Source: an optimization exercise on an open RTL-to-GDS flow (aim: small area). Production flows keep margins and buffers that such runs may drop.
In this exercise RTL edits were held to simulation tests only and were not proved equivalent to the original.
Power is estimated from default activity; no workload was simulated.

==> flow/design.v <==
`timescale 1ns/1ps
package dma_pkg;
  typedef logic [31:0] reg_addr_t;
  typedef logic [31:0] reg_data_t;
  localparam int PAGE_W = 12;
  localparam int NUM_PAGES = 3;
  typedef logic [1:0] page_t;
  typedef logic [PAGE_W-1:0] reg_off_t;
  localparam page_t PAGE_H2S    = 2'd0;
  localparam page_t PAGE_S2H    = 2'd1;
  localparam page_t PAGE_GLOBAL = 2'd2;
  localparam reg_off_t REG_ADDR   = 12'h000;
  localparam reg_off_t REG_LEN    = 12'h004;
  localparam reg_off_t REG_GO     = 12'h008;
  localparam reg_off_t REG_STATUS = 12'h00c;
  localparam reg_off_t REG_CACHE    = 12'h000;
  localparam reg_off_t REG_SOFT_RST = 12'h004;
  localparam reg_off_t REG_ID       = 12'h008;
  localparam int TAG_W  = 4;
  localparam int BTT_W  = 23;
  localparam int DATA_W = 64;
  localparam int GO_EOF_BIT = 0;
  localparam int GO_TAG_LSB = 4;
  typedef struct packed {
    logic [3:0]       rsvd_hi;
    logic [TAG_W-1:0] tag;
    logic [31:0]      addr;
    logic             rsvd_drr;
    logic             eof;
    logic [6:0]       rsvd_lo;
    logic [BTT_W-1:0] btt;
  } cmd_t;
  typedef logic [7:0] sts_t;
  typedef struct packed {
    logic              last;
    logic [DATA_W-1:0] data;
  } beat_t;
  localparam reg_data_t UNMAPPED_DATA = 32'hdeadbeef;
  localparam reg_data_t ID_VALUE      = 32'h0d3a_0100;
  localparam int DEF_CMD_DEPTH  = 4;
  localparam int DEF_STS_DEPTH  = 4;
  localparam int DEF_LOOP_DEPTH = 16;
endpackage
`timescale 1ns/1ps
`timescale 1ns/1ps
`timescale 1ns/1ps
`timescale 1ns/1ps
`timescale 1ns/1ps
`timescale 1ns/1ps
`timescale 1ns/1ps
module dma_ctrl_top (
  input  logic        clk,
  input  logic        rst,
  input  logic        set_stb,
  input  logic [31:0] set_addr,
  input  logic [31:0] set_data,
  input  logic        get_stb,
  input  logic [31:0] get_addr,
  output logic [31:0] get_data,
  output logic        get_valid,
  output logic        h2s_cmd_valid,
  output logic [71:0] h2s_cmd_data,
  input  logic        h2s_cmd_ready,
  output logic        s2h_cmd_valid,
  output logic [71:0] s2h_cmd_data,
  input  logic        s2h_cmd_ready,
  input  logic        h2s_sts_valid,
  input  logic [7:0]  h2s_sts_data,
  output logic        h2s_sts_ready,
  input  logic        s2h_sts_valid,
  input  logic [7:0]  s2h_sts_data,
  output logic        s2h_sts_ready,
  input  logic        in_valid,
  input  logic [63:0] in_data,
  input  logic        in_last,
  output logic        in_ready,
  output logic        out_valid,
  output logic [63:0] out_data,
  output logic        out_last,
  input  logic        out_ready,
  output logic        irq,
  output logic [3:0]  arcache,
  output logic [3:0]  awcache
);
  logic [1:0] set_page, get_page;
  logic       set_hi0, get_hi0;           
  logic [3:0] set_reg, get_reg;           
  logic       soft_reset;
  logic       rst_chan;
  assign set_page = set_addr[13:12];
  assign get_page = get_addr[13:12];
  assign set_hi0  = (set_addr[11:4] == 8'd0) && (set_addr[1:0] == 2'd0);
  assign get_hi0  = (get_addr[11:4] == 8'd0) && (get_addr[1:0] == 2'd0);
  always_comb begin
    for (int i = 0; i < 4; i++) begin
      set_reg[i] = set_hi0 && (set_addr[3:2] == 2'(i));
      get_reg[i] = get_hi0 && (get_addr[3:2] == 2'(i));
    end
  end
  assign rst_chan = rst || soft_reset;
  logic [7:0] cache_q;
  logic       set_glb;
  assign set_glb = set_stb && (set_page == 2'd2);
  always_ff @(posedge clk) begin
    if (rst) cache_q <= 8'h33;
    else if (set_glb && set_reg[0]) cache_q <= set_data[7:0];
  end
  always_ff @(posedge clk) begin
    if (rst) soft_reset <= 1'b0;
    else soft_reset <= set_glb && set_reg[1];
  end
  assign arcache = cache_q[3:0];
  assign awcache = cache_q[7:4];
  logic [31:0] addr_q   [2];
  logic [22:0] len_q    [2];
  logic [3:0]  tag_q    [2];
  logic        ovf_q    [2];
  logic [2:0]  ccnt_q   [2];
  logic [59:0] cmem     [2][4];    
  logic [2:0]  scnt_q   [2];
  logic [7:0]  smem     [2][4];
  logic [59:0] chead    [2];
  logic [7:0]  shead    [2];
  logic        cmd_rdy  [2];
  logic        sts_vld  [2];
  logic [7:0]  sts_din  [2];
  logic        cvalid   [2];
  logic        sready   [2];
  logic [31:0] chan_rd  [2];
  assign cmd_rdy[0] = h2s_cmd_ready;
  assign cmd_rdy[1] = s2h_cmd_ready;
  assign sts_vld[0] = h2s_sts_valid;
  assign sts_vld[1] = s2h_sts_valid;
  assign sts_din[0] = h2s_sts_data;
  assign sts_din[1] = s2h_sts_data;
  for (genvar c = 0; c < 2; c++) begin : g_chan
    logic set_ch, get_ch, go_wr, cfull, cpush, cpop, sfull, spush, spop;
    logic [59:0] go_cmd;
    assign set_ch = set_stb && (set_page == 2'(c));
    assign get_ch = get_stb && (get_page == 2'(c));
    assign go_wr  = set_ch && set_reg[2];
    assign cfull  = ccnt_q[c][2];
    assign cpush  = go_wr && !cfull;
    assign cvalid[c] = ccnt_q[c] != 3'd0;
    assign cpop   = cvalid[c] && cmd_rdy[c];
    assign go_cmd = {set_data[7:4] + tag_q[c], addr_q[c], set_data[0], len_q[c]};
    always_ff @(posedge clk) begin
      if (rst_chan) begin
        addr_q[c] <= '0;
        len_q[c]  <= '0;
        tag_q[c]  <= '0;
        ovf_q[c]  <= 1'b0;
        ccnt_q[c] <= '0;
      end else begin
        if (set_ch && set_reg[0]) addr_q[c] <= set_data;
        if (set_ch && set_reg[1]) len_q[c] <= set_data[22:0];
        if (cpush) tag_q[c] <= tag_q[c] + 4'd1;
        if (go_wr && cfull) ovf_q[c] <= 1'b1;
        if (cpush && !cpop) ccnt_q[c] <= ccnt_q[c] + 3'd1;
        else if (!cpush && cpop) ccnt_q[c] <= ccnt_q[c] - 3'd1;
      end
    end
    always_ff @(posedge clk) begin
      if (cpush) begin
        cmem[c][0] <= go_cmd;
        for (int i = 1; i < 4; i++) cmem[c][i] <= cmem[c][i-1];
      end
    end
    always_comb begin
      chead[c] = '0;
      for (int i = 0; i < 4; i++)
        chead[c] = chead[c] | ({60{ccnt_q[c] == 3'(i+1)}} & cmem[c][i]);
    end
    assign sfull  = scnt_q[c][2];
    assign sready[c] = !sfull;
    assign spush  = sts_vld[c] && !sfull;
    assign spop   = get_ch && get_reg[3] && (scnt_q[c] != 3'd0);
    always_ff @(posedge clk) begin
      if (rst_chan) scnt_q[c] <= '0;
      else if (spush && !spop) scnt_q[c] <= scnt_q[c] + 3'd1;
      else if (!spush && spop) scnt_q[c] <= scnt_q[c] - 3'd1;
    end
    always_ff @(posedge clk) begin
      if (spush) begin
        smem[c][0] <= sts_din[c];
        for (int i = 1; i < 4; i++) smem[c][i] <= smem[c][i-1];
      end
    end
    always_comb begin
      shead[c] = '0;
      for (int i = 0; i < 4; i++)
        shead[c] = shead[c] | ({8{scnt_q[c] == 3'(i+1)}} & smem[c][i]);
    end
    always_comb begin
      chan_rd[c] = 32'hdeadbeef;
      if (get_reg[0]) chan_rd[c] = addr_q[c];
      if (get_reg[1]) chan_rd[c] = {9'b0, len_q[c]};
      if (get_reg[2]) chan_rd[c] = {28'b0, tag_q[c]};
      if (get_reg[3]) chan_rd[c] = {15'b0, ovf_q[c], 1'b0, ccnt_q[c], 1'b0, scnt_q[c], shead[c]};
    end
  end
  assign h2s_cmd_valid = cvalid[0];
  assign s2h_cmd_valid = cvalid[1];
  assign h2s_sts_ready = sready[0];
  assign s2h_sts_ready = sready[1];
  assign h2s_cmd_data  = {4'b0, chead[0][59:24], 1'b0, chead[0][23], 7'b0, chead[0][22:0]} ;
  assign s2h_cmd_data  = {4'b0, chead[1][59:24], 1'b0, chead[1][23], 7'b0, chead[1][22:0]} ;
  assign irq = (scnt_q[0] != 3'd0) || (scnt_q[1] != 3'd0);
  logic [31:0] rd_next;
  always_comb begin
    case (get_page)
      2'd0: rd_next = chan_rd[0];
      2'd1: rd_next = chan_rd[1];
      2'd2: begin
        rd_next = 32'hdeadbeef;
        if (get_reg[0]) rd_next = {24'b0, cache_q};
        if (get_reg[1]) rd_next = 32'h0;
        if (get_reg[2]) rd_next = 32'h0d3a0100;
      end
      default: rd_next = 32'hdeadbeef;
    endcase
  end
  always_ff @(posedge clk) get_data <= rd_next;
  always_ff @(posedge clk) begin
    if (rst) get_valid <= 1'b0;
    else get_valid <= get_stb;
  end
  logic [4:0]  lcnt_q;
  logic [64:0] lmem [16];
  logic [64:0] lhead;
  logic        active_q, lpush, lpop;
  assign in_ready  = !lcnt_q[4];
  assign lpush     = in_valid && !lcnt_q[4];
  assign out_valid = (lcnt_q != 5'd0) && active_q;
  assign lpop      = out_valid && out_ready;
  always_ff @(posedge clk) begin
    if (rst_chan) begin
      lcnt_q   <= '0;
      active_q <= 1'b0;
    end else begin
      if (lpush && !lpop) lcnt_q <= lcnt_q + 5'd1;
      else if (!lpush && lpop) lcnt_q <= lcnt_q - 5'd1;
      if (s2h_cmd_valid && s2h_cmd_ready) active_q <= 1'b1;
      else if (lpop && lhead[64]) active_q <= 1'b0;
    end
  end
  always_ff @(posedge clk) begin
    if (lpush) begin
      lmem[0] <= {in_last, in_data};
      for (int i = 1; i < 16; i++) lmem[i] <= lmem[i-1];
    end
  end
  always_comb begin
    lhead = '0;
    for (int i = 0; i < 16; i++)
      lhead = lhead | ({65{lcnt_q == 5'(i+1)}} & lmem[i]);
  end
  assign out_data = lhead[63:0];
  assign out_last = lhead[64];
endmodule
==> flow/flow/run.sh <==
#!/bin/bash
# Standard ORFS layout with smaller port buffers and a leaner clock tree:
# buf_1 as the port buffer, clkbuf_4 for CTS, no CTS dummy loads.
set -euo pipefail
bash standard.sh \
  BUFFER_PORTS_ARGS="-buffer_cell sky130_fd_sc_hd__buf_1" \
  CTS_ARGS="-sink_clustering_enable -repair_clock_nets -dont_use_dummy_load -buf_list sky130_fd_sc_hd__clkbuf_8 -sink_clustering_size 20 -sink_clustering_max_diameter 50" \
  finish > make.log 2>&1
==> flow/standard.sh <==
#!/bin/bash
# synth_recipe.tcl (not shown) runs the flow's synth.tcl, then flattens the netlist and writes it again
# the make line also repeats each setting of config.mk as NAME=value (left out here)
make -C /OpenROAD-flow-scripts/flow DESIGN_CONFIG=/design/flow/config.mk WORK_HOME=/design/flow/orfs CLKGATE_MAP_FILE= SYNTH_SCRIPT=/design/flow/synth_recipe.tcl "${@:-finish}"
==> flow/config.mk <==
export PLATFORM = sky130hd
export DESIGN_NAME = dma_ctrl_top
export DESIGN_NICKNAME = dma_ctrl_top
export VERILOG_FILES = /design/flow/design.v
export SDC_FILE = /design/flow/constraint.sdc
export NUM_CORES = 4
export LEC_CHECK = 0
export CAP_MARGIN = 20
export CORE_MARGIN = 2
export CORE_UTILIZATION = 65
export PLACE_DENSITY = 0.75
export SLEW_MARGIN = 20
==> flow/constraint.sdc <==
create_clock -name core_clock -period 6.0 [get_ports {clk}]
set_input_delay 1.2000 -clock core_clock [delete_from_list [all_inputs] [get_ports {clk}]]
set_output_delay 1.2000 -clock core_clock [all_outputs]
set_load 0.01 [all_outputs]
==> summary.txt, run 1 <==
source of the worst register-to-register timing path lcnt_q[2]$_SDFFE_PP0P_; per-instance average area after synthesis 16.2 um2; overall track demand over capacity in global routing 30.4%; number of resized instances in the post-cts repair step 0; critical-path cell list and4bb_2 > buf_4 > a221oi_1 > and3_1 > nand3_1 > buf_1; Worst path slowest cell dfxtp_4; hold path startpoint lmem[10][7]$_DFFE_PP_; width of the die between 300 and 400 um; pin count of the biggest net entering global routing 212; met3 Resource Use GR 6.26%; clock slew at reported path FFs around 0.12 ns; Final Power 29.8 mW; remaining antenna violation count after routing 0; critical path launch point lcnt_q[2]$_SDFFE_PP0P_; Routed WL per cell around 28 um; H-tree depth reported by CTS 4; CTS tree yes; Final HPWL DP ~98 mm; Global Route met2 Usage 47.7%; Top Family by Delay on Critical Path simple AND/OR/NAND/NOR gates; number of enable flip-flop cells after synthesis around 1.6k; critical path startpoint category register; total CTS buffers 142; power density over the cells 423 nW/um2; setup repair after global routing missed its margin no; proportion of layout cells with a drive suffix above 1 6.62%; critical path capture point type output port; cell depth of the worst flop-to-flop path 8; routed wire length 160 mm; number of distinct standard cells referenced by the synthesized netlist 72; result of the run complete, no violations; root buf cell clkbuf_8; gpl congestion 0.893; number of buffers on the longest clock path 3; Worst path depth 6; worst hold slack around 0.4 ns; Final Hold Viols 0; Slew @ Worst Pin 1.22 ns; count of buffers from port buffering approximately 380; critical path required time 4.80 ns; routing layer with the top usage in global route met2; die height ~320 um; share of the cycle needed by the critical path after routing 88.0%; proportion of synthesized chip area in sequential cells 77.8%; number of warnings issued by yosys 18; GR Layer Usage met1 41.0%; share of flip-flops with an asynchronous set or reset after synthesis 0%; die outline area 104000 um2; I/O pins 444; dominant register cell in the synthesized netlist edfxtp_1; initial DRC count around 5.3k; post-synthesis register bit count 1764; maximum resistive drop on vdd 0.337 mV; starting utilization of the core area 65.6%; layout overhead on the synthesized area 7.22%; number of placement rows about 120; global-route wire length before repair 231 mm; number of vias after detailed routing 38.2k; vias in the first global route 36.8k; highest cell delay on the worst timing path slightly above 1 ns; clock period minus worst slack 5.28 ns; number of sinks handled by clock tree synthesis 1764; vias per inst 6.71; final number of setup-violating endpoints 0; Max Cap Violations 0; final count of pins violating max slew 0; initial antenna violation count 8; leakage dissipation 21.8 nW; class of the tightest hold or removal check reg2reg; maximum fanout along the worst path 51; number of instances in the synthesized netlist 4057; end of the worst register-to-register path lcnt_q[3]$_SDFFE_PP0P_; number of nets in the layout 4629; commonest non-fill, non-tap cell in the layout edfxtp_1; Setup crit end out_data[51]; netlist area before placement approximately 66000 um2; count of unresolved DRC violations after routing 0; leading cell types in the layout, fill and taps excluded 1584 x edfxtp_1, 478 x nand2_1, 380 x buf_1; number of detailed-routing iterations run before antenna repair 9; reg-to-reg setup timing slack roughly 2.7 ns; core area 100000 um2; total of hold buffers inserted after clock tree synthesis 0; Data arrival, critical path 4.08 ns; count of buffers added by post-CTS timing repair for setup 0; maximum clock rate 189 MHz; setup total negative slack 0 ns; startpoint-to-endpoint class of the critical path reg2out; Slew HR 18.4%; remaining global-route overflow 0; clock latency reported for the late side of the worst-skew pair 0.86 ns; buffers and inverters on the worst path 2; worst clock skew on the final layout roughly 0.094 ns
==> cell usage after synthesis, types with 5 or more instances <==
library cell | number | area, um2
a21oi_1 | 159 | 796
a221oi_1 | 152 | 1330
a222oi_1 | 46 | 460
a22o_1 | 135 | 1180
a22oi_1 | 331 | 2480
a32oi_1 | 7 | 61.3
and2_1 | 8 | 50.1
and3_1 | 60 | 375
buf_1 | 12 | 45.0
buf_2 | 81 | 405
buf_4 | 35 | 263
buf_6 | 5 | 56.3
clkbuf_1 | 152 | 571
dfxtp_1 | 180 | 3600
edfxtp_1 | 1584 | 47600
ha_1 | 43 | 538
inv_1 | 25 | 93.8
mux2_2 | 21 | 236
mux2i_1 | 115 | 1150
nand2_1 | 479 | 1800
nand2b_1 | 5 | 31.3
nand3_1 | 63 | 315
nand3b_1 | 6 | 45.0
nor2_1 | 87 | 327
nor2b_1 | 32 | 200
nor3_1 | 5 | 25.0
nor4_1 | 5 | 31.3
nor4bb_1 | 5 | 50.1
o211ai_1 | 6 | 45.0
o21ai_0 | 67 | 335
o22ai_1 | 42 | 263
xnor2_1 | 9 | 78.8
xor2_1 | 14 | 123
==> flip-flops by register name, indices dropped and copies added, names as in the netlist <==
register and count:
lmem 1040, cache_q 8, get_valid 1, tag_q 8, active_q 1, soft_reset 1, get_data 32, ovf_q 2
addr_q 64, len_q 46, ccnt_q 6, cmem 480, smem 64, scnt_q 6, lcnt_q 5
==> logic make-up (layout without fill, tap and decap cells) <==
logic type / Yosys count / count (layout) / synth area share, %
flip-flops: 1764 / 1764 / 77.8
AO/OA/AOI/OAI: 981 / 981 / 11.1
AND/OR/NAND/NOR: 792 / 792 / 5.48
buffers and inverters: 311 / 626 / 2.19
multiplexers: 140 / 140 / 2.25
adder cells (fa/ha/maj): 45 / 45 / 0.879
XOR/XNOR: 23 / 23 / 0.306
other: 1 / 30 / 0.00570
==> worst register-to-register path: stages (launching register included) <==
cell and delay, ns:
dfxtp_4 1.03, nor2_1 0.45, a31oi_1 0.49, nand2_1 0.11, ha_1 0.29, or4_1 0.43
a21oi_1 0.19, xnor2_1 0.13, nor2_1 0.05
==> routing by layer <==
layer | share of wire, % | vias to the layer above
met5 | 0.029 | -
met4 | 5.0 | 8
met3 | 10 | 426
met2 | 47 | 2258
met1 | 37 | 18969
li1 | - | 16555
==> metrics by stage <==
stage / utilization (%) / cells / setup slack [ns] / area [um2]
2_1_floorplan: - / 4080 / -12.69 / 65800
3_3_place_gp: 68.4 / 5549 / 1.67 / 68500
3_5_place_dp: 68.4 / 5549 / 1.68 / 68500
4_1_cts: 70.3 / 5691 / 0.723 / 70400
5_1_grt: 70.4 / 5695 / 0.615 / 70500
6_report: 70.4 / 5699 / 0.721 / 70500
==> area by class of cell <==
cell class | count | area (um2)
Antenna cell | 6 | 15.0
Clock buffer | 142 | 1950
Fill cell | 6467 | 29700
Inverter | 25 | 93.8
Multi-Input combinational cell | 2005 | 13400
Sequential cell | 1764 | 51200
Tap cell | 1298 | 1620
Timing Repair Buffer | 459 | 2190
==> worst min path at each step <==
stage                             end  slack [ns]  depth (start not counted)
6_report        lmem[11][7]$_DFFE_PP_        0.39                          0
5_1_grt         lmem[11][7]$_DFFE_PP_        0.41                          0
4_1_cts         cmem[3][40]$_DFFE_PP_        0.40                          0
3_5_place_dp     lmem[5][9]$_DFFE_PP_        0.43                          0
3_3_place_gp    lmem[5][39]$_DFFE_PP_        0.42                          0
2_1_floorplan  lmem[15][64]$_DFFE_PP_        0.42                          0
==> where the power goes <==
| group | total [mW] | leakage (nW) | internal (mW) | switching [mW] |
|---|---|---|---|---|
| registers | 16.6 | 15.4 | 15.6 | 0.988 |
| clock network | 5.71 | 1.02 | 2.12 | 3.59 |
| logic | 7.56 | 5.32 | 2.39 | 5.17 |
| total | 29.8 | 21.8 | 20.1 | 9.74 |
==> run 2: changes to the inputs <==
==> flow/run.sh (new file) <==
#!/bin/bash
# synth_recipe.tcl (not shown) runs the flow's synth.tcl, then flattens the netlist and writes it again
# the make line also repeats each setting of config.mk as NAME=value (left out here)
make -C /OpenROAD-flow-scripts/flow DESIGN_CONFIG=/design/flow/config.mk WORK_HOME=/design/flow/orfs CLKGATE_MAP_FILE= SYNTH_SCRIPT=/design/flow/synth_recipe.tcl finish
--- a/flow/config.mk
+++ b/flow/config.mk
@@ -8,5 +8,4 @@
 export CAP_MARGIN = 20
 export CORE_MARGIN = 2
-export CORE_UTILIZATION = 65
-export PLACE_DENSITY = 0.75
+export CORE_UTILIZATION = 40
 export SLEW_MARGIN = 20
removed: flow/flow/run.sh
removed: flow/standard.sh
==> run 2 against run 1 <==
Sequential share of layout area shrank 7.0 points. Hold slack gained 0.0017 ns. Critical path type unchanged. Core utilization shrank 23 points. Still clean. Non-clock buffer count grew 5. First-iteration DRC count shrank 8.2%.
==> summary.txt, run 2 <==
result of the run complete, no violations; end of the worst register-to-register path lcnt_q[3]$_SDFFE_PP0P_; number of enable flip-flop cells after synthesis 1584 (unchanged); final number of setup-violating endpoints 0 (unchanged); per-instance average area after synthesis 16.2 um2 (unchanged); Placed Cells 6433 (+16%); clock period minus worst slack 5.55 ns (+0.275 ns); reg-to-reg setup timing slack 1.95 ns (-0.76 ns); Layout Cell Area excl Fill 78000 um2 (+11%); layout overhead on the synthesized area 18.7%; top-area cell type share of the netlist area 72.4% (unchanged); H-tree depth reported by CTS 4 (unchanged); core area 163000 um2 (+63%); setup total negative slack 0 ns (unchanged); Routed WL per cell 26.1 um (-7.0%); setup repair after global routing missed its margin no; Net Sw Power 11.5 mW (+18%); critical path launch point lcnt_q[2]$_SDFFE_PP0P_; Comb power frac 26.0% (+0.7 points); Max Cap Violations 0 (unchanged); class of the tightest hold or removal check reg2reg; number of detailed-routing iterations run before antenna repair 7 (-2); total CTS buffers 179 (+26%); Slew HR 21.7% (+3.3 points); hold path startpoint cmem[2][2]$_DFFE_PP_; setup slack at placement 1.28 ns (-0.400 ns); die height 409 um (+27%); worst clock skew on the final layout 0.0650 ns (-0.0290 ns); clock latency reported for the late side of the worst-skew pair 0.80 ns (-0.06 ns); most frequent cell after synthesis edfxtp_1; gpl congestion 0.849 (-4.9%); critical path capture point type output port; number of nets in the layout 4671 (+0.91%); fin worst setup slack 0.446 ns (-0.275 ns); dpl cell area 72100 um2 (+5.3%); global-route wire length before repair 254 mm (+9.9%); pin count of the biggest net entering global routing 170 (-20%); number of placement rows 148 (+28%); proportion of layout cells with a drive suffix above 1 9.25% (+2.6 points); remaining global-route overflow 0 (unchanged); cell type contributing the most total cell area after synthesis edfxtp_1; count of buffers added by post-CTS timing repair for setup 0 (unchanged); leakage dissipation 24.7 nW (+13%); Data arrival, critical path 4.35 ns (+0.27 ns); share of the cycle needed by the critical path after routing 92.6% (+4.6 points); Worst path slowest cell dfxtp_4; root buf cell clkbuf_16; overall track demand over capacity in global routing 20.4% (-10 points); critical path startpoint category register; power share of the clock group 29.7% (+11 points); Reg with most FFs lmem; width of the die 409 um (+27%); Post-synth top cells 1584 x edfxtp_1, 479 x nand2_1, 331 x a22oi_1; remaining antenna violation count after routing 0 (unchanged); count of unresolved DRC violations after routing 0 (unchanged); total of hold buffers inserted after clock tree synthesis 0 (unchanged); commonest non-fill, non-tap cell in the layout edfxtp_1; top area cells in the synthesized netlist edfxtp_1 72%, dfxtp_1 5.5%, a22oi_1 3.8%; highest cell delay on the worst timing path 0.85 ns (-0.18 ns); Final Non-Filler Cells 6771 (+19%); dominant register cell in the synthesized netlist edfxtp_1; number of cells on the worst hold path 0 (unchanged); largest registers lmem x1040, cmem x480; number of vias after detailed routing 38.7k (+1.2%); vias per inst 5.71 (-15%); maximum resistive drop on vdd 0.344 mV (+2.3%); clock slew at reported path FFs 0.07 ns (-0.05 ns); Final Hold Viols 0 (unchanged); number of distinct standard cells referenced by the synthesized netlist 72 (unchanged); netlist area before placement 65700 um2 (unchanged); internal power of the cells 25.9 mW (+29%); Final Power 37.3 mW (+25%); startpoint-to-endpoint class of the critical path reg2out; number of sinks handled by clock tree synthesis 1764 (unchanged); vias in the first global route 37.1k (+0.92%); Sequential Power Share 44.3% (-11 points); source of the worst register-to-register timing path lcnt_q[2]$_SDFFE_PP0P_; CTS tree yes; routed wire length 176 mm (+10%); number of instances in the synthesized netlist 4057 (unchanged); count of buffers from port buffering 383 (unchanged); maximum clock rate 180 MHz (-5.0%); cell depth of the worst flop-to-flop path 9 (+1); Net Sw Frac 30.7% (-1.9 points); number of buffers on the longest clock path 3 (unchanged); proportion of synthesized chip area in sequential cells 77.8% (unchanged); final count of pins violating max slew 0 (unchanged); die outline area 168000 um2 (+62%); layout filler cell count 13.9k (+110%); critical-path cell list buf_4 > nor2b_4 > a22o_1 > a222oi_1 > and3_1 > nand3_1 > clkdlybuf4s50_1; Final HPWL DP 107 mm (+8.6%); starting utilization of the core area 40.3% (-25 points); number of flip-flops under the largest register name 1040 (unchanged); I/O pins 444 (unchanged); critical path required time 4.80 ns (about the same); number of warnings issued by yosys 18 (unchanged); Slew @ Worst Pin 1.17 ns (-0.0491 ns); leading cell types in the layout, fill and taps excluded 1584 x edfxtp_1, 479 x nand2_1, 381 x clkdlybuf4s50_1; hold endpoint cmem[3][2]$_DFFE_PP_; post-synthesis register bit count 1764 (unchanged); share of flip-flops with an asynchronous set or reset after synthesis 0% (unchanged); maximum fanout along the worst path 39 (-24%); power density over the cells 479 nW/um2 (+13%); number of resized instances in the post-cts repair step 0 (unchanged); initial antenna violation count 3 (-5); initial DRC count 4837 (-8.2%)
-- run 2: cell types whose count changed in the layout (fill, tap and decap cells not counted), sizes merged --
cell,previous run,this run
diode,6,2
clkdlybuf4s50,0,381
bufinv,0,12
buf,456,83
clkinv,0,85
inv,25,30
clkinvlp,0,12
clkbuf,145,222
-- run 2: power groups by stage --
stage                     registers [mW]  logic [mW]  clock network (mW)
after floorplan                     17.3        4.56                   0
after global placement              16.7        9.75                   0
after detailed placement            16.8        9.77                   0
after CTS                           16.5        9.83                11.3
after global routing                16.7        10.3                11.8
final                               16.6        9.70                11.1
-- run 2: cells by family after synthesis --
kind of cell               synth area share (%)
DFF                                        77.8
AOI/OAI and AO/OA                          11.1
and+or+nand+nor                            5.48
buffers and inverters                      2.19
muxes                                      2.25
adders and majority gates                 0.879
xor gates and xnor gates                  0.306
other                                   0.00570
-- run 2: per-stage QoR --
| stage | hold WS (ns) | utilization [%] |
|---|---|---|
| after floorplan | 0.418 | - |
| after global placement | 0.424 | 44.2 |
| after detailed placement | 0.431 | 44.2 |
| after CTS | 0.386 | 47.9 |
| after global routing | 0.396 | 47.9 |
| final | 0.394 | 47.9 |
-- run 2: worst max-delay path, delay by kind of cell, from the launching register on --
kind | cells | cell delay (ns)
AND/OR/NAND/NOR | 3 | 0.81
buffers and inverters | 2 | 1.29
flip-flops | 1 | 0.85
AO/OA/AOI/OAI | 2 | 0.57
-- run 2: worst max path at each step --
stage | endpoint | slack (ns) | cells past startpoint
after floorplan | lcnt_q[2]$_SDFFE_PP0P_ | -12.69 | 5
after global placement | out_data[60] | 1.31 | 7
after detailed placement | out_data[30] | 1.28 | 7
after CTS | out_data[30] | 0.42 | 7
after global routing | out_data[30] | 0.29 | 7
final | out_data[30] | 0.45 | 7
-- run 2: area by class of cell --
cell class	instances	area [um2]	share of cell area (%)
diodes	2	5.00	0.00642
clock buffers	222	4770	6.12
clock inverters	114	1140	1.46
inverters	25	93.8	0.120
multi-input cells	2005	13400	17.2
flip-flops and latches	1764	51200	65.6
well taps	2175	2720	3.49
repair buffers	464	4670	5.99
-- run 2: layer usage --
metal / global-route usage, % / share of wire [%]
met5: 0 / 0.022
met4: 6.78 / 3.0
met3: 4.21 / 8.9
met1: 28.3 / 41
met2: 32.1 / 47
==> run 3: changes to the inputs <==
==> flow/flow/run.sh (new file) <==
#!/bin/bash
# Standard ORFS layout with three changes aimed at cell area:
#  - synthesis maps the logic with an area-oriented ABC script (flow/abc_area.script);
#    everything else in synthesis is the standard flow's own synth_recipe.tcl, unchanged
#  - buf_1 as the port buffer
#  - a clock tree of small buffers and no dummy loads
set -euo pipefail
W=$PWD
cat flow/abc_proc.tcl synth_recipe.tcl > my_synth.tcl
export MY_ABC_SCRIPT=$W/flow/abc_area.script
bash standard.sh \
  SYNTH_SCRIPT=$W/my_synth.tcl \
  BUFFER_PORTS_ARGS="-buffer_cell sky130_fd_sc_hd__buf_1" \
  CTS_ARGS="-sink_clustering_enable -repair_clock_nets -dont_use_dummy_load -buf_list sky130_fd_sc_hd__clkbuf_4 -sink_clustering_size 10 -sink_clustering_max_diameter 35" \
  finish > make.log 2>&1
==> flow/flow/abc_area.script (new file) <==
strash
dch
amap
&get -n
&st
&dch
&nf -R 1000
&put
topo
==> flow/flow/abc_proc.tcl (new file) <==
proc abc {args} {
  set i [lsearch -exact $args -script]
  if {$i >= 0 && [info exists ::env(MY_ABC_SCRIPT)]} { lset args [expr {$i + 1}] $::env(MY_ABC_SCRIPT) }
  yosys abc {*}$args
}
==> flow/standard.sh (new file) <==
#!/bin/bash
# synth_recipe.tcl (not shown) runs the flow's synth.tcl, then flattens the netlist and writes it again
# the make line also repeats each setting of config.mk as NAME=value (left out here)
make -C /OpenROAD-flow-scripts/flow DESIGN_CONFIG=/design/flow/config.mk WORK_HOME=/design/flow/orfs CLKGATE_MAP_FILE= SYNTH_SCRIPT=/design/flow/synth_recipe.tcl "${@:-finish}"
--- a/flow/config.mk
+++ b/flow/config.mk
@@ -8,4 +8,5 @@
 export CAP_MARGIN = 20
 export CORE_MARGIN = 2
-export CORE_UTILIZATION = 40
+export CORE_UTILIZATION = 65
+export PLACE_DENSITY = 0.75
 export SLEW_MARGIN = 20
removed: flow/run.sh
==> run 3 against run 2 <==
Still clean. Design area decreased by 12%. Clock power shrank 52%. Clock-buffer cell count did not move. Combinational power decreased by 28%. Via count shrank 1.9%. Critical path depth up 4. Register-to-register slack better by 0.80 ns.
==> summary.txt, run 3 <==
result of the run complete, no violations; gpl congestion 0.864 (+1.7%); per-instance average area after synthesis 17.4 um2 (+7.3%); maximum resistive drop on vdd 0.361 mV (+4.9%); largest registers lmem x1040, cmem x480; leading cell types in the layout, fill and taps excluded 1584 x edfxtp_1, 383 x buf_1, 354 x nand2_1; vias in the first global route 36.4k (-1.9%); fin worst setup slack 0.426 ns (-0.0192 ns); layout overhead on the synthesized area 9.20%; area of combinational cells with multiple inputs 11500 um2 (-14%); final cell utilization of the core 71.8% (+24 points); maximum fanout along the worst path 40 (+2.6%); clock latency reported for the late side of the worst-skew pair 1.21 ns (+0.41 ns); maximum clock rate 179 MHz (-0.34%); total area of sequential cells 51200 um2 (about the same); top-area cell type share of the netlist area 75.9% (+3.6 points); setup slack at placement 1.60 ns (+0.311 ns); initial antenna violation count 2 (-1); number of placement rows 113 (-24%); critical path startpoint category register; I/O pins 444 (unchanged); number of nets in the layout 4529 (-3.0%); worst hold slack 0.177 ns (-0.217 ns); layout filler cell count 6088 (-56%); vias per inst 6.82 (+19%); Final HPWL DP 89.6 mm (-16%); count of buffers added by post-CTS timing repair for setup 0 (unchanged); Final Hold Viols 0 (unchanged); total of hold buffers inserted after clock tree synthesis 0 (unchanged); critical-path cell list clkinv_1 > nand2_1 > nor3_2 > buf_4 > a222oi_1 > nand4_1 > a221oi_1 > nand3_1 > a221o_1 > a221o_1 > buf_1; netlist area before placement 62700 um2 (-4.7%); final number of setup-violating endpoints 0 (unchanged); core area 95300 um2 (-42%); startpoint-to-endpoint class of the critical path reg2out; Slew @ Worst Pin 1.13 ns (-0.0399 ns); post-synthesis register bit count 1764 (unchanged); Routed WL per cell 27.3 um (+4.6%); Slew HR 24.3% (+2.7 points); Reg with most FFs lmem; initial DRC count 6602 (+36%); highest cell delay on the worst timing path 0.40 ns (-0.45 ns); most frequent cell after synthesis edfxtp_1; starting utilization of the core area 65.8% (+25 points); Max Cap Violations 0 (unchanged); width of the die 314 um (-23%); total CTS buffers 222 (+24%); clock period minus worst slack 5.57 ns (+0.0192 ns); number of distinct standard cells referenced by the synthesized netlist 45 (-38%); die outline area 98900 um2 (-41%); commonest non-fill, non-tap cell in the layout edfxtp_1; global-route wire length before repair 224 mm (-12%); Worst path slowest cell dfxtp_1; number of sinks handled by clock tree synthesis 1764 (unchanged); number of enable flip-flop cells after synthesis 1584 (unchanged); count of unresolved DRC violations after routing 0 (unchanged); number of detailed-routing iterations run before antenna repair 10 (+3); Final Non-Filler Cells 5565 (-18%); Data arrival, critical path 4.37 ns (+0.02 ns); number of vias after detailed routing 38.0k (-1.9%); Post-synth top cells 1584 x edfxtp_1, 354 x nand2_1, 334 x a222oi_1; number of buffers on the longest clock path 3 (unchanged); clock slew at reported path FFs 0.11 ns (+0.04 ns); proportion of layout cells with a drive suffix above 1 8.15% (-1.1 points); share of the cycle needed by the critical path after routing 92.9% (+0.32 points); H-tree depth reported by CTS 4 (unchanged); overall track demand over capacity in global routing 30.3% (+9.9 points); number of flip-flops under the largest register name 1040 (unchanged); number of instances in the synthesized netlist 3603 (-11%); Placed Cells 5337 (-17%); share of flip-flops with an asynchronous set or reset after synthesis 0% (unchanged); top area cells in the synthesized netlist edfxtp_1 76%, dfxtp_1 5.8%, a222oi_1 5.3%; die height 314 um (-23%); setup total negative slack 0 ns (unchanged); number of warnings issued by yosys 18 (unchanged); dominant register cell in the synthesized netlist edfxtp_1; pin count of the biggest net entering global routing 218 (+28%); routed wire length 152 mm (-14%); CTS tree yes; proportion of synthesized chip area in sequential cells 81.7% (+3.8 points); critical path capture point type output port; worst clock skew on the final layout 0.104 ns (+0.0390 ns); number of resized instances in the post-cts repair step 0 (unchanged); power density over the cells 429 nW/um2 (-10%); setup repair after global routing missed its margin no; most used cell, CP a221o_1; remaining antenna violation count after routing 0 (unchanged); root buf cell clkbuf_4; cell type contributing the most total cell area after synthesis edfxtp_1; final count of pins violating max slew 0 (unchanged); critical path required time 4.80 ns (about the same); remaining global-route overflow 0 (unchanged); leakage dissipation 22.2 nW (-10%); count of buffers from port buffering 383 (unchanged); class of the tightest hold or removal check in2reg
[run 3: area by class of cell]
cell class                      instances  share of cell area (%)
Clock buffer                          222                    2.44
Tap cell                             1265                    2.31
Multi-Input combinational cell       1810                    16.9
Timing Repair Buffer                  471                    3.44
Inverter                               28                   0.155
Antenna cell                            5                  0.0183
Sequential cell                      1764                    74.8
[run 3: layer usage]
metal | global-route usage, % | vias to the layer above | part of all wire [%]
met4 | 11.4 | 0 | 3.4
met1 | 45.1 | 18714 | 39
met5 | 0 | - | 0
li1 | - | 16328 | -
met3 | 6.62 | 329 | 12
met2 | 44.9 | 2588 | 46
[run 3: power breakdown]
part	total [mW]	leakage [nW]	switching (mW)	internal, mW
registers	17.0	15.8	1.02	16.0
clock network	5.33	1.02	3.64	1.69
logic	6.97	5.34	4.92	2.06
[run 3: worst paths after layout]
| path | from | endpoint | slack (ns) | cells after the start |
|---|---|---|---|---|
| min reg2reg | len_q[0][11]$_SDFFE_PP0P_ | cmem[0][11]$_DFFE_PP_ | 0.36 | 0 |
| max reg2reg | lcnt_q[0]$_SDFFE_PP0P_ | active_q$_SDFFE_PP0P_ | 2.75 | 11 |
| min | in_data[45] | lmem[0][45]$_DFFE_PP_ | 0.18 | 1 |
| max | lcnt_q[4]$_SDFFE_PP0P_ | out_data[61] | 0.43 | 11 |
[run 3: kinds of logic after synthesis]
family                     count (synthesis)  share of synthesized area, %
other                                      1                       0.00598
muxes                                      7                         0.116
adders and majority gates                 45                         0.923
and+or+nand+nor                          865                          5.96
xor gates and xnor gates                  17                         0.238
buffers and inverters                     52                         0.455
DFF                                     1764                          81.7
AOI/OAI and AO/OA                        852                          10.6
[run 3: worst max-delay path, delay by kind of cell (launching register included)]
| family | cells | cell delay [ns] |
|---|---|---|
| buffers and inverters | 3 | 0.82 |
| DFF | 1 | 0.40 |
| and+or+nand+nor | 4 | 0.77 |
| AOI/OAI and AO/OA | 4 | 1.22 |
[run 3: per-stage QoR]
stage | area [um2] | power, mW
finish | 68400 | 29.4
global placement | 66700 | 24.0
CTS | 68400 | 29.4
global route | 68400 | 30.6
floorplan | 62800 | 21.2
detailed placement | 66700 | 24.2
==> run 4: changes to the inputs <==
--- a/flow/flow/run.sh
+++ b/flow/flow/run.sh
@@ -12,4 +12,4 @@
   SYNTH_SCRIPT=$W/my_synth.tcl \
   BUFFER_PORTS_ARGS="-buffer_cell sky130_fd_sc_hd__buf_1" \
-  CTS_ARGS="-sink_clustering_enable -repair_clock_nets -dont_use_dummy_load -buf_list sky130_fd_sc_hd__clkbuf_4 -sink_clustering_size 10 -sink_clustering_max_diameter 35" \
+  CTS_ARGS="-sink_clustering_enable -repair_clock_nets -dont_use_dummy_load -buf_list sky130_fd_sc_hd__clkbuf_8 -sink_clustering_size 20 -sink_clustering_max_diameter 50" \
   finish > make.log 2>&1
==> run 4 against run 3 <==
Design area increased by 0.39%. Synthesized cell count unchanged. Sequential power is essentially flat. Clock skew decreased by 0.037 ns. Wire length shrank 0.66%. Sequential share of layout area down 0.29 points. Clock power rose by 6.2%. Worst setup slack better by 0.35 ns. First-iteration DRC count grew 2.0%. Synthesized area unchanged.
==> summary.txt, run 4 <==
commonest non-fill, non-tap cell in the layout edfxtp_1; Post-synth top cells 1584 x edfxtp_1, 354 x nand2_1, 334 x a222oi_1; routed wire length 151 mm (-0.66%); number of warnings issued by yosys 18 (unchanged); top area cells in the synthesized netlist edfxtp_1 76%, dfxtp_1 5.8%, a222oi_1 5.3%; netlist area before placement 62700 um2 (unchanged); layout overhead on the synthesized area 9.63%; dominant register cell in the synthesized netlist edfxtp_1; end of the worst register-to-register path active_q$_SDFFE_PP0P_; proportion of synthesized chip area in sequential cells 81.7% (unchanged); Routed WL per cell 27.5 um (+0.86%); share of the cycle needed by the critical path after routing 87.1% (-5.8 points); share of flip-flops with an asynchronous set or reset after synthesis 0% (unchanged); starting utilization of the core area 65.8% (unchanged); leading cell types in the layout, fill and taps excluded 1584 x edfxtp_1, 383 x buf_1, 354 x nand2_1; number of vias after detailed routing 37.4k (-1.4%); number of distinct standard cells referenced by the synthesized netlist 45 (unchanged); worst clock skew on the final layout 0.0672 ns (-0.0368 ns); gpl congestion 0.864 (unchanged); maximum resistive drop on vdd 0.362 mV (+0.33%); count of unresolved DRC violations after routing 0 (unchanged); reg-to-reg setup timing slack 2.78 ns (+0.03 ns); per-instance average area after synthesis 17.4 um2 (unchanged); hold endpoint lmem[6][52]$_DFFE_PP_; class of the tightest hold or removal check reg2reg; die outline area 98900 um2 (unchanged); remaining antenna violation count after routing 0 (unchanged); remaining global-route overflow 0 (unchanged); startpoint-to-endpoint class of the critical path reg2out; clock latency reported for the late side of the worst-skew pair 0.86 ns (-0.35 ns); critical path capture point type output port; die height 314 um (unchanged); top-area cell type share of the netlist area 75.9% (unchanged); result of the run complete, no violations; maximum clock rate 191 MHz (+6.7%); number of nets in the layout 4448 (-1.8%); vias per inst 6.83 (about the same); number of instances in the synthesized netlist 3603 (unchanged); power density over the cells 432 nW/um2 (+0.71%); number of placement rows 113 (unchanged); number of resized instances in the post-cts repair step 0 (unchanged); H-tree depth reported by CTS 4 (unchanged); hold path startpoint lmem[5][52]$_DFFE_PP_; Slew HR 13.6% (-11 points); total CTS buffers 141 (-36%); root buf cell clkbuf_8; CTS tree yes; maximum fanout along the worst path 40 (unchanged); vias in the first global route 35.7k (-2.0%); critical path required time 4.80 ns (about the same); Reg with most FFs lmem; final number of setup-violating endpoints 0 (unchanged); global-route wire length before repair 222 mm (-1.0%); post-synthesis register bit count 1764 (unchanged); final count of pins violating max slew 0 (unchanged); clock period minus worst slack 5.22 ns (-0.349 ns); setup repair after global routing missed its margin no; pin count of the biggest net entering global routing 218 (unchanged); setup total negative slack 0 ns (unchanged); count of buffers added by post-CTS timing repair for setup 0 (unchanged); width of the die 314 um (unchanged); final cell utilization of the core 72.1% (+0.28 points); number of sinks handled by clock tree synthesis 1764 (unchanged); Slew @ Worst Pin 1.30 ns (+0.161 ns); largest registers lmem x1040, cmem x480; leakage dissipation 22.2 nW (about the same); Final HPWL DP 89.6 mm (unchanged); initial DRC count 6737 (+2.0%); Max Cap Violations 0 (unchanged); critical path startpoint category register; core area 95300 um2 (unchanged); most frequent cell after synthesis edfxtp_1; source of the worst register-to-register timing path lcnt_q[0]$_SDFFE_PP0P_; number of enable flip-flop cells after synthesis 1584 (unchanged); I/O pins 444 (unchanged); number of buffers on the longest clock path 3 (unchanged); overall track demand over capacity in global routing 30.0% (-0.32 points); count of buffers from port buffering 383 (unchanged); Data arrival, critical path 4.02 ns (-0.35 ns); cell depth of the worst flop-to-flop path 11 (unchanged); number of flip-flops under the largest register name 1040 (unchanged); cell type contributing the most total cell area after synthesis edfxtp_1; proportion of layout cells with a drive suffix above 1 6.38% (-1.8 points); total of hold buffers inserted after clock tree synthesis 0 (unchanged); number of detailed-routing iterations run before antenna repair 12 (+2); number of cells on the worst hold path 0 (-1); Final Hold Viols 0 (unchanged); initial antenna violation count 2 (unchanged); clock slew at reported path FFs 0.09 ns (-0.02 ns)
run 4: cell counts after synthesis:
No cell type changed its count.
run 4: logic make-up (layout without fill, tap and decap cells):
logic type | Yosys count | after routing | synth area share [%]
flops | 1764 | 1764 | 81.7
simple gates | 865 | 865 | 5.96
compound gates | 852 | 852 | 10.6
buf+inv | 52 | 640 | 0.455
fa+ha+maj | 45 | 45 | 0.923
xor+xnor | 17 | 17 | 0.238
mux | 7 | 7 | 0.116
other cells | 1 | 26 | 0.00598
run 4: power by group:
part | switching [mW] | total [mW] | internal, mW
Clock | 3.55 | 5.66 | 2.11
Combinational | 4.91 | 6.97 | 2.06
Sequential | 1.02 | 17.0 | 16.0
Total | 9.48 | 29.7 | 20.2
run 4: metal layers:
metal | vias up | track usage, % | part of all wire, %
met4 | 0 | 10.7 | 3.4
li1 | 16091 | - | -
met3 | 290 | 6.05 | 11
met1 | 18609 | 44.9 | 39
met5 | - | 0 | 0
met2 | 2422 | 44.8 | 46
run 4: final cells by class:
| cell class | instances | area, um2 |
|---|---|---|
| sequential | 1764 | 51200 |
| fill | 5970 | 26600 |
| multi-input combinational | 1810 | 11500 |
| timing repair buffer | 471 | 2350 |
| clock buffer | 141 | 1940 |
| tap | 1265 | 1580 |
| inverter | 28 | 106 |
| antenna | 2 | 5.00 |
run 4: how the worst max path moves through the flow:
stage	endpoint	depth (start not counted)	start	slack, ns
floorplan	lcnt_q[3]$_SDFFE_PP0P_	6	in_valid	-13.16
global placement	out_data[61]	11	lcnt_q[4]$_SDFFE_PP0P_	1.68
detailed placement	out_data[61]	11	lcnt_q[4]$_SDFFE_PP0P_	1.60
CTS	out_data[61]	11	lcnt_q[4]$_SDFFE_PP0P_	0.70
global route	out_data[61]	11	lcnt_q[4]$_SDFFE_PP0P_	0.54
finish	out_data[61]	12	lcnt_q[0]$_SDFFE_PP0P_	0.78
run 4: critical path, cell delays in order (launching register included):
cell and delay (ns):
dfxtp_1 0.38, clkinv_1 0.19, ha_1 0.24, nand2_1 0.28
nor3_2 0.08, buf_4 0.37, a222oi_1 0.38, nand4_1 0.16
a221oi_1 0.28, nand3_1 0.13, a221o_1 0.27, a221o_1 0.29
buf_1 0.14
run 4: stage by stage:
step           hold WS (ns)  total power, mW  worst slack, ns  instances  instance area, um2
2_1_floorplan         0.418             21.2           -13.16       3626               62800
3_3_place_gp          0.426             24.0             1.68       5336               66700
3_5_place_dp          0.432             24.2             1.60       5337               66700
4_1_cts               0.410             29.7            0.701       5478               68700
5_1_grt               0.418             30.9            0.540       5481               68700
6_report              0.413             29.7            0.775       5481               68700
==> run 5: changes to the inputs <==
--- a/flow/config.mk
+++ b/flow/config.mk
@@ -6,7 +6,7 @@
 export NUM_CORES = 4
 export LEC_CHECK = 0
-export CAP_MARGIN = 20
+export CAP_MARGIN = 5
 export CORE_MARGIN = 2
-export CORE_UTILIZATION = 65
-export PLACE_DENSITY = 0.75
-export SLEW_MARGIN = 20
+export CORE_UTILIZATION = 50
+export PLACE_DENSITY = 0.65
+export SLEW_MARGIN = 5
==> run 5 against run 4 <==
Design area up 0.53%. Power up 0.23%. Combinational power barely moved. Via count shrank 1.2%. Wire length is 3.6% higher. Final cell count rose by 6.8%. Critical path depth is 1 lower. Core utilization fell by 16 points. Clock skew is 0.018 ns higher. Critical path type unchanged. Critical endpoint is now out_data[58]. Largest cell class unchanged. Highest routed layer is now met5.
==> summary.txt, run 5 <==
die height 358 um (+14%); clock latency reported for the late side of the worst-skew pair 0.85 ns (about the same); initial antenna violation count 17 (+15); core area 124000 um2 (+30%); setup repair after global routing missed its margin no; Reg with most FFs lmem; cell type contributing the most total cell area after synthesis edfxtp_1; Layout Cell Area excl Fill 69100 um2 (+0.53%); Routed WL per cell 26.7 um (-3.1%); result of the run complete, no violations; power density over the cells 431 nW/um2 (-0.30%); final number of setup-violating endpoints 0 (unchanged); die outline area 128000 um2 (+30%); width of the die 358 um (+14%); source of the worst register-to-register timing path lcnt_q[0]$_SDFFE_PP0P_; root buf cell clkbuf_8; count of buffers from port buffering 383 (unchanged); H-tree depth reported by CTS 4 (unchanged); number of detailed-routing iterations run before antenna repair 10 (-2); dpl cell area 67100 um2 (+0.51%); count of unresolved DRC violations after routing 0 (unchanged); number of flip-flops under the largest register name 1040 (unchanged); number of distinct standard cells referenced by the synthesized netlist 45 (unchanged); end of the worst register-to-register path active_q$_SDFFE_PP0P_; total area of sequential cells 51200 um2 (unchanged); I/O pins 444 (unchanged); CTS tree yes; starting utilization of the core area 50.5% (-15 points); startpoint-to-endpoint class of the critical path reg2out; cell depth of the worst flop-to-flop path 11 (unchanged); Placed Cells 5702 (+6.8%); remaining global-route overflow 0 (unchanged); share of flip-flops with an asynchronous set or reset after synthesis 0% (unchanged); top area cells in the synthesized netlist edfxtp_1 76%, dfxtp_1 5.8%, a222oi_1 5.3%; critical path launch point lcnt_q[4]$_SDFFE_PP0P_; clock period minus worst slack 5.23 ns (+0.00967 ns); layout filler cell count 9871 (+65%); number of nets in the layout 4442 (-0.13%); largest registers lmem x1040, cmem x480; Slew HR 19.3% (+5.7 points); number of resized instances in the post-cts repair step 0 (unchanged); dominant register cell in the synthesized netlist edfxtp_1; number of enable flip-flop cells after synthesis 1584 (unchanged); remaining antenna violation count after routing 0 (unchanged); post-synthesis register bit count 1764 (unchanged); number of placement rows 129 (+14%); Max Cap Violations 0 (unchanged); leakage dissipation 22.1 nW (-0.27%); Setup crit end out_data[58]; Data arrival, critical path 4.03 ns (about the same); setup total negative slack 0 ns (unchanged); Final Hold Viols 0 (unchanged); gpl congestion 0.842 (-2.5%); netlist area before placement 62700 um2 (unchanged); proportion of layout cells with a drive suffix above 1 6.25% (-0.13 points); vias in the first global route 35.2k (-1.3%); total CTS buffers 143 (+1.4%); number of vias after detailed routing 37.0k (-1.2%); Final Non-Filler Cells 5856 (+6.8%); number of sinks handled by clock tree synthesis 1764 (unchanged); commonest non-fill, non-tap cell in the layout edfxtp_1; clock slew at reported path FFs 0.07 ns (-0.02 ns); count of buffers added by post-CTS timing repair for setup 0 (unchanged); reg-to-reg setup timing slack 2.91 ns (+0.13 ns); hold path startpoint lmem[0][23]$_DFFE_PP_; Slew @ Worst Pin 1.21 ns (-0.0862 ns); top-area cell type share of the netlist area 75.9% (unchanged); number of warnings issued by yosys 18 (unchanged); most frequent cell after synthesis edfxtp_1; worst clock skew on the final layout 0.0853 ns (+0.0181 ns); vias per inst 6.31 (-7.5%); critical path required time 4.80 ns (about the same); area of combinational cells with multiple inputs 11500 um2 (about the same); share of the cycle needed by the critical path after routing 87.2% (+0.16 points); maximum clock rate 191 MHz (-0.18%); per-instance average area after synthesis 17.4 um2 (unchanged); class of the tightest hold or removal check reg2reg; final count of pins violating max slew 0 (unchanged); total of hold buffers inserted after clock tree synthesis 0 (unchanged); layout overhead on the synthesized area 10.2%; routed wire length 156 mm (+3.6%); critical path startpoint category register; initial DRC count 6255 (-7.2%); proportion of synthesized chip area in sequential cells 81.7% (unchanged); number of buffers on the longest clock path 3 (unchanged); maximum fanout along the worst path 29 (-28%); maximum resistive drop on vdd 0.252 mV (-31%); global-route wire length before repair 227 mm (+2.4%); leading cell types in the layout, fill and taps excluded 1584 x edfxtp_1, 383 x buf_1, 354 x nand2_1; critical path capture point type output port; Post-synth top cells 1584 x edfxtp_1, 354 x nand2_1, 334 x a222oi_1; number of instances in the synthesized netlist 3603 (unchanged); Final HPWL DP 96.3 mm (+7.4%); overall track demand over capacity in global routing 23.8% (-6.2 points); pin count of the biggest net entering global routing 190 (-13%)
[run 5: cell count changes in the layout (fill, tap and decap cells not counted), sizes merged]
cell and change:
diode +9, buf -8, clkbuf +2
[run 5: how the worst min path moves through the flow]
stage | depth (start not counted) | to | slack, ns
2_1_floorplan | 0 | cmem[4][31]$_DFFE_PP_ | 0.42
3_3_place_gp | 0 | cmem[7][46]$_DFFE_PP_ | 0.43
3_5_place_dp | 0 | lmem[5][55]$_DFFE_PP_ | 0.43
4_1_cts | 1 | lmem[0][63]$_DFFE_PP_ | 0.37
5_1_grt | 0 | lmem[1][19]$_DFFE_PP_ | 0.38
6_report | 0 | lmem[1][23]$_DFFE_PP_ | 0.38
[run 5: per-stage QoR]
stage                     hold WS [ns]  utilization (%)  setup WS [ns]  power (mW)
final                            0.383             55.7          0.766        29.7
after global routing             0.376             55.7          0.457        31.1
after CTS                        0.368             55.7          0.655        29.9
after detailed placement         0.432             54.1           1.63        24.2
after global placement           0.428             54.1           1.70        24.1
after floorplan                  0.418                -         -13.16        21.2
[run 5: area by class of cell]
type | count | area share [%]
clock buffers | 143 | 2.85
repair buffers | 463 | 3.17
well taps | 1637 | 2.97
multi-input cells | 1810 | 16.7
inverters | 28 | 0.154
flip-flops and latches | 1764 | 74.1
diodes | 11 | 0.0399
[run 5: cells by family (layout without fill, tap and decap cells)]
family,count (synthesis),count (layout),share of synthesized area (%)
other cells,1,35,0.00598
mux,7,7,0.116
compound gates,852,852,10.6
buf+inv,52,634,0.455
fa+ha+maj,45,45,0.923
simple gates,865,865,5.96
xor+xnor,17,17,0.238
flops,1764,1764,81.7
[run 5: critical path, cell delays in order, from the launching register on]
cell and delay (ns):
dfxtp_1 0.40, clkinv_1 0.32, nand2_1 0.35, nor3_2 0.12, buf_4 0.32, a222oi_1 0.41, nand4_1 0.15, a221oi_1 0.28
nand3_1 0.13, a221o_1 0.26, a221o_1 0.25, buf_1 0.18
[run 5: power breakdown]
group / leakage [nW] / switching, mW / total (mW) / internal (mW)
Combinational: 5.27 / 4.92 / 6.95 / 2.03
Clock: 1.03 / 3.62 / 5.76 / 2.14
Sequential: 15.8 / 1.01 / 17.0 / 16.0
Total: 22.1 / 9.55 / 29.7 / 20.2
[run 5: per-layer routing]
layer / part of all wire [%] / GRT usage [%]
met1: 40 / 33.8
met2: 46 / 36.1
met3: 10 / 5.72
met4: 3.1 / 8.48
met5: 0.037 / 0
==> run 6: changes to the inputs <==
--- a/flow/flow/run.sh
+++ b/flow/flow/run.sh
@@ -12,4 +12,4 @@
   SYNTH_SCRIPT=$W/my_synth.tcl \
   BUFFER_PORTS_ARGS="-buffer_cell sky130_fd_sc_hd__buf_1" \
-  CTS_ARGS="-sink_clustering_enable -repair_clock_nets -dont_use_dummy_load -buf_list sky130_fd_sc_hd__clkbuf_8 -sink_clustering_size 20 -sink_clustering_max_diameter 50" \
+  CTS_ARGS="-sink_clustering_enable -repair_clock_nets -dont_use_dummy_load -buf_list sky130_fd_sc_hd__clkbuf_4 -sink_clustering_size 10 -sink_clustering_max_diameter 50" \
   finish > make.log 2>&1
==> flow/flow/abc_area.script (replaced) <==
strash
dc2
dch
amap
&get -n
&st
&dch
&nf -R 1000
&put
topo
--- a/flow/config.mk
+++ b/flow/config.mk
@@ -6,7 +6,7 @@
 export NUM_CORES = 4
 export LEC_CHECK = 0
-export CAP_MARGIN = 5
+export CAP_MARGIN = 20
 export CORE_MARGIN = 2
-export CORE_UTILIZATION = 50
-export PLACE_DENSITY = 0.65
-export SLEW_MARGIN = 5
+export CORE_UTILIZATION = 65
+export PLACE_DENSITY = 0.75
+export SLEW_MARGIN = 20
==> run 6 against run 5 <==
Sequential cell count unchanged. Clock skew up 0.0038 ns. Design area decreased by 1.3%. Via count increased by 2.0%. Combinational power decreased by 42%. Register-to-register slack better by 0.13 ns. Non-clock buffer count shrank 5. Sequential share of layout area increased by 1.0 points. Core utilization up 16 points. Critical endpoint is now out_data[49]. Largest cell class unchanged.
==> summary.txt, run 6 <==
starting utilization of the core area 65.8% (+15 points); proportion of synthesized chip area in sequential cells 81.8% (+0.093 points); initial antenna violation count 21 (+4); CTS tree yes; per-instance average area after synthesis 17.6 um2 (+1.0%); H-tree depth reported by CTS 4 (unchanged); maximum fanout along the worst path 25 (-14%); width of the die 314 um (-12%); critical-path cell list clkinv_1 > ha_1 > nand2_1 > nor2_4 > buf_4 > a22o_1 > a21oi_1 > nand4_1 > a221oi_1 > nand2_1 > buf_1; fin worst setup slack 0.599 ns (-0.166 ns); dpl cell area 66600 um2 (-0.71%); remaining global-route overflow 0 (unchanged); top-area cell type share of the netlist area 76.0% (+0.087 points); cell type contributing the most total cell area after synthesis edfxtp_1; Reg with most FFs lmem; number of enable flip-flop cells after synthesis 1584 (unchanged); startpoint-to-endpoint class of the critical path reg2out; share of flip-flops with an asynchronous set or reset after synthesis 0% (unchanged); power density over the cells 373 nW/um2 (-13%); die outline area 98800 um2 (-23%); cell depth of the worst flop-to-flop path 10 (-1); count of buffers from port buffering 383 (unchanged); setup repair after global routing missed its margin no; pin count of the biggest net entering global routing 151 (-21%); number of warnings issued by yosys 18 (unchanged); end of the worst register-to-register path active_q$_SDFFE_PP0P_; number of detailed-routing iterations run before antenna repair 12 (+2); Placed Cells 5283 (-7.3%); Slew HR 27.8% (+8.5 points); Final Non-Filler Cells 5499 (-6.1%); netlist area before placement 62600 um2 (-0.11%); reg-to-reg setup timing slack 3.04 ns (+0.13 ns); Routed WL per cell 28.4 um (+6.5%); critical path required time 4.80 ns (about the same); Worst path slowest cell nor2_4; final number of setup-violating endpoints 0 (unchanged); Layout Cell Area excl Fill 68100 um2 (-1.3%); maximum clock rate 185 MHz (-3.1%); commonest non-fill, non-tap cell in the layout edfxtp_1; vias in the first global route 35.9k (+1.8%); root buf cell clkbuf_4; Max Cap Violations 0 (unchanged); setup total negative slack 0 ns (unchanged); buffers and inverters on the worst path 3 (unchanged); Top Family by Delay on Critical Path simple AND/OR/NAND/NOR gates; core area 95200 um2 (-23%); critical path capture point type output port; worst clock skew on the final layout 0.0891 ns (+0.00384 ns); Data arrival, critical path 4.20 ns (+0.17 ns); total CTS buffers 198 (+38%); die height 314 um (-12%); Slew @ Worst Pin 1.08 ns (-0.127 ns); critical path startpoint category register; critical path launch point lcnt_q[1]$_SDFFE_PP0P_; number of nets in the layout 4451 (+0.20%); count of unresolved DRC violations after routing 0 (unchanged); layout overhead on the synthesized area 8.86%; number of vias after detailed routing 37.7k (+2.0%); overall track demand over capacity in global routing 31.1% (+7.4 points); largest registers lmem x1040, cmem x480; number of cells on the worst hold path 1 (+1); source of the worst register-to-register timing path lcnt_q[0]$_SDFFE_PP0P_; area of combinational cells with multiple inputs 11400 um2 (-0.93%); number of resized instances in the post-cts repair step 0 (unchanged); clock period minus worst slack 5.40 ns (+0.166 ns); gpl congestion 0.905 (+7.4%); layout filler cell count 6103 (-38%); vias per inst 6.85 (+8.6%); leading cell types in the layout, fill and taps excluded 1584 x edfxtp_1, 383 x buf_1, 370 x a222oi_1; post-synthesis register bit count 1764 (unchanged); final count of pins violating max slew 0 (unchanged); total area of sequential cells 51200 um2 (unchanged); dominant register cell in the synthesized netlist edfxtp_1; total of hold buffers inserted after clock tree synthesis 0 (unchanged); share of the cycle needed by the critical path after routing 90.0% (+2.8 points); proportion of layout cells with a drive suffix above 1 7.35% (+1.1 points); highest cell delay on the worst timing path 0.83 ns (+0.42 ns); most used cell, CP nand2_1; clock latency reported for the late side of the worst-skew pair 1.12 ns (+0.27 ns); global-route wire length before repair 227 mm (about the same); number of instances in the synthesized netlist 3562 (-1.1%); number of placement rows 113 (-12%); number of flip-flops under the largest register name 1040 (unchanged); final cell utilization of the core 71.6% (+16 points); number of sinks handled by clock tree synthesis 1764 (unchanged); initial DRC count 6787 (+8.5%); Final HPWL DP 94.5 mm (-1.8%); number of distinct standard cells referenced by the synthesized netlist 47 (+4.4%); Final Hold Viols 0 (unchanged); result of the run complete, no violations; Final Power 25.4 mW (-15%); worst hold slack 0.224 ns (-0.159 ns); number of buffers on the longest clock path 3 (unchanged); remaining antenna violation count after routing 0 (unchanged); I/O pins 444 (unchanged); top area cells in the synthesized netlist edfxtp_1 76%, a222oi_1 5.9%, dfxtp_1 5.8%; most frequent cell after synthesis edfxtp_1; hold path startpoint in_data[29]; clock slew at reported path FFs 0.10 ns (+0.03 ns); routed wire length 156 mm (about the same); hold endpoint lmem[0][29]$_DFFE_PP_; maximum resistive drop on vdd 0.251 mV (-0.30%); setup slack at placement 1.81 ns (+0.175 ns); leakage dissipation 23.3 nW (+5.4%); Post-synth top cells 1584 x edfxtp_1, 370 x a222oi_1, 351 x nand2_1; count of buffers added by post-CTS timing repair for setup 0 (unchanged); class of the tightest hold or removal check in2reg
==> run 6: cell count changes after synthesis, moves of 16 or more <==
cell,previous run,this run
a222oi_1,334,370
a22oi_1,162,137
and4_1,4,20
nand3_1,75,47
nand4_1,70,54
or2_0,27,9
==> run 6: worst max path at each step <==
stage / end / slack (ns) / cells after the start
CTS: out_data[49] / 0.49 / 11
detailed placement: out_data[49] / 1.81 / 11
global placement: out_data[49] / 1.83 / 11
global route: out_data[49] / 0.43 / 11
floorplan: lcnt_q[3]$_SDFFE_PP0P_ / -13.15 / 6
finish: out_data[49] / 0.60 / 11
==> run 6: report_power, final <==
part | internal (mW) | total [mW] | switching [mW]
Combinational | 1.15 | 4.06 | 2.91
Clock | 1.51 | 5.10 | 3.58
Sequential | 15.4 | 16.3 | 0.835
==> run 6: final cells by class <==
type | instances | share of cell area [%]
tap | 1265 | 2.32
sequential | 1764 | 75.1
clock buffer | 198 | 2.18
multi-input combinational | 1771 | 16.8
antenna | 17 | 0.0624
inverter | 26 | 0.143
timing repair buffer | 458 | 3.40
==> run 6: worst reg2reg max path, delay by kind of cell (launching register included) <==
| kind | cells | cell delay, ns |
|---|---|---|
| AO/OA/AOI/OAI | 3 | 0.41 |
| adder cells (fa/ha/maj) | 1 | 0.20 |
| buffers and inverters | 2 | 0.53 |
| flip-flops | 1 | 0.37 |
| AND/OR/NAND/NOR | 4 | 1.24 |
==> run 6: metal layers <==
metal | vias up | part of all wire, % | track usage [%] | wire length [um]
met5 | - | 0.091 | 0 | 142
met4 | 22 | 3.7 | 12.5 | 5730
met3 | 322 | 12 | 7.67 | 19500
met2 | 2585 | 47 | 48.0 | 73400
met1 | 18544 | 37 | 43.5 | 57400
li1 | 16221 | - | - | -
==> run 6: cell families after synthesis <==
| group | after synthesis | synth area share, % |
|---|---|---|
| buf+inv | 50 | 0.444 |
| fa+ha+maj | 45 | 0.924 |
| simple gates | 828 | 5.79 |
| xor+xnor | 14 | 0.196 |
| compound gates | 854 | 10.8 |
| flops | 1764 | 81.8 |
| other cells | 1 | 0.00599 |
| mux | 6 | 0.0960 |
==> run 7: changes to the inputs <==
--- a/flow/config.mk
+++ b/flow/config.mk
@@ -6,7 +6,8 @@
 export NUM_CORES = 4
 export LEC_CHECK = 0
-export CAP_MARGIN = 20
+export CAP_MARGIN = 5
 export CORE_MARGIN = 2
 export CORE_UTILIZATION = 65
+export GPL_TIMING_DRIVEN = 0
 export PLACE_DENSITY = 0.75
-export SLEW_MARGIN = 20
+export SLEW_MARGIN = 5
==> run 7 against run 6 <==
Still clean. Final cell count rose by 1.0%. Sequential cell count did not move. Clock-buffer cell count did not move. Critical path type unchanged. Largest cell class unchanged.
==> summary.txt, run 7 <==
I/O pins 444 (unchanged); fin worst setup slack 0.703 ns (+0.103 ns); result of the run complete, no violations; number of detailed-routing iterations run before antenna repair 10 (-2); Final Non-Filler Cells 5556 (+1.0%); number of distinct standard cells referenced by the synthesized netlist 47 (unchanged); source of the worst register-to-register timing path ccnt_q[1][2]$_SDFFE_PP0P_; clock slew at reported path FFs 0.12 ns (+0.02 ns); vias per inst 6.87 (+0.20%); total CTS buffers 198 (unchanged); maximum fanout along the worst path 15 (-40%); total area of sequential cells 51200 um2 (unchanged); commonest non-fill, non-tap cell in the layout edfxtp_1; initial DRC count 6746 (-0.60%); number of resized instances in the post-cts repair step 0 (unchanged); hold path startpoint in_data[20]; starting utilization of the core area 65.8% (unchanged); top area cells in the synthesized netlist edfxtp_1 76%, a222oi_1 5.9%, dfxtp_1 5.8%; number of instances in the synthesized netlist 3562 (unchanged); setup total negative slack 0 ns (unchanged); Reg with most FFs lmem; gpl congestion 0.871 (-3.7%); proportion of layout cells with a drive suffix above 1 8.62% (+1.3 points); Slew @ Worst Pin 1.27 ns (+0.190 ns); Post-synth top cells 1584 x edfxtp_1, 370 x a222oi_1, 351 x nand2_1; width of the die 314 um (unchanged); Final HPWL DP 102 mm (+8.0%); startpoint-to-endpoint class of the critical path reg2out; most used cell, CP buf_16; number of sinks handled by clock tree synthesis 1764 (unchanged); setup repair after global routing missed its margin no; power density over the cells 370 nW/um2 (-0.87%); layout overhead on the synthesized area 11.5%; area of combinational cells with multiple inputs 11500 um2 (+0.44%); most frequent cell after synthesis edfxtp_1; setup slack at placement 1.40 ns (-0.408 ns); class of the tightest hold or removal check in2reg; share of flip-flops with an asynchronous set or reset after synthesis 0% (unchanged); highest cell delay on the worst timing path 0.41 ns (-0.42 ns); remaining antenna violation count after routing 0 (unchanged); top-area cell type share of the netlist area 76.0% (unchanged); count of unresolved DRC violations after routing 0 (unchanged); root buf cell clkbuf_4; worst clock skew on the final layout 0.0732 ns (-0.0159 ns); number of buffers on the longest clock path 3 (unchanged); total of hold buffers inserted after clock tree synthesis 0 (unchanged); Routed WL per cell 28.7 um (+1.2%); Slew HR 14.9% (-13 points); critical path capture point type output port
-- run 7: metrics by stage --
step | power, mW | area (um2) | util [%] | hold WS [ns]
after global placement | 20.4 | 65700 | 69.1 | 0.425
after global routing | 26.8 | 69700 | 73.3 | 0.144
after CTS | 25.9 | 69700 | 73.2 | 0.0795
final | 25.8 | 69800 | 73.3 | 0.207
after detailed placement | 20.9 | 68200 | 71.7 | 0.432
after floorplan | 19.1 | 62700 | - | 0.420
-- run 7: layout make-up --
cell class                 count  share of cell area [%]
clock buffer                 198                    2.13
timing repair buffer         487                    5.30
inverter                      26                   0.140
multi-input combinational   1771                    16.5
sequential                  1764                    73.4
antenna                       21                  0.0753
buffer                        24                   0.258
tap                         1265                    2.27
-- run 7: logic make-up (layout without fill, tap and decap cells) --
| family | count (synthesis) | count (layout) | share of synthesized area (%) |
|---|---|---|---|
| compound gates | 854 | 854 | 10.8 |
| xor+xnor | 14 | 14 | 0.196 |
| fa+ha+maj | 45 | 45 | 0.924 |
| buf+inv | 50 | 735 | 0.444 |
| flops | 1764 | 1764 | 81.8 |
| mux | 6 | 6 | 0.0960 |
| other cells | 1 | 45 | 0.00599 |
| simple gates | 828 | 828 | 5.79 |
-- run 7: final timing paths --
kind | endpoint | slack, ns | depth (start not counted)
setup / recovery | out_data[0] | 0.70 | 11
hold / removal | lmem[0][20]$_DFFE_PP_ | 0.21 | 1
setup reg to reg | cmem[6][47]$_DFFE_PP_ | 3.12 | 5
hold reg to reg | cmem[3][7]$_DFFE_PP_ | 0.38 | 0
-- run 7: where the power goes --
part	internal (mW)	leakage (nW)	total, mW	switching (mW)
registers	15.4	17.3	16.3	0.842
clock network	1.51	0.911	5.08	3.57
logic	1.46	5.74	4.47	3.01
total	18.4	24.0	25.8	7.42
-- run 7: metal layers --
metal | track usage (%) | part of all wire [%]
met1 | 43.6 | 36
met5 | 0 | 0.11
met3 | 9.03 | 14
met4 | 13.4 | 3.9
met2 | 48.9 | 47

==> separate check: timing with driven ports <==
The results above use ideal ports. As a check the final layouts listed here were re-extracted and re-timed, cells and wires unchanged.
Step 1 sets driving cells, clkbuf_16 on the clock port and buf_2 on the other inputs (assumed; they add their load-dependent delay and slew).
Step 2, shift: input delay + t, output delay - t, t = (earliest + latest rising clock arrival at the registers) / 2. This alone moves slack from input paths to output paths.
Three values: ideal, step 1, step 2; two values: the first two.
run	shift t [ns]	setup slack, ns
run 1	0.895	0.721 / 0.651 / 1.547
run 2	0.854	0.446 / 0.367 / 1.221
run 3	1.209	0.426 / 0.361 / 1.570
run 4	0.885	0.775 / 0.708 / 1.593
run 5	0.898	0.766 / 0.695 / 1.594
run 6	1.139	0.599 / 0.531 / 1.670
run 7	1.169	0.703 / 0.634 / 1.298
After both steps every run listed still meets setup and hold.
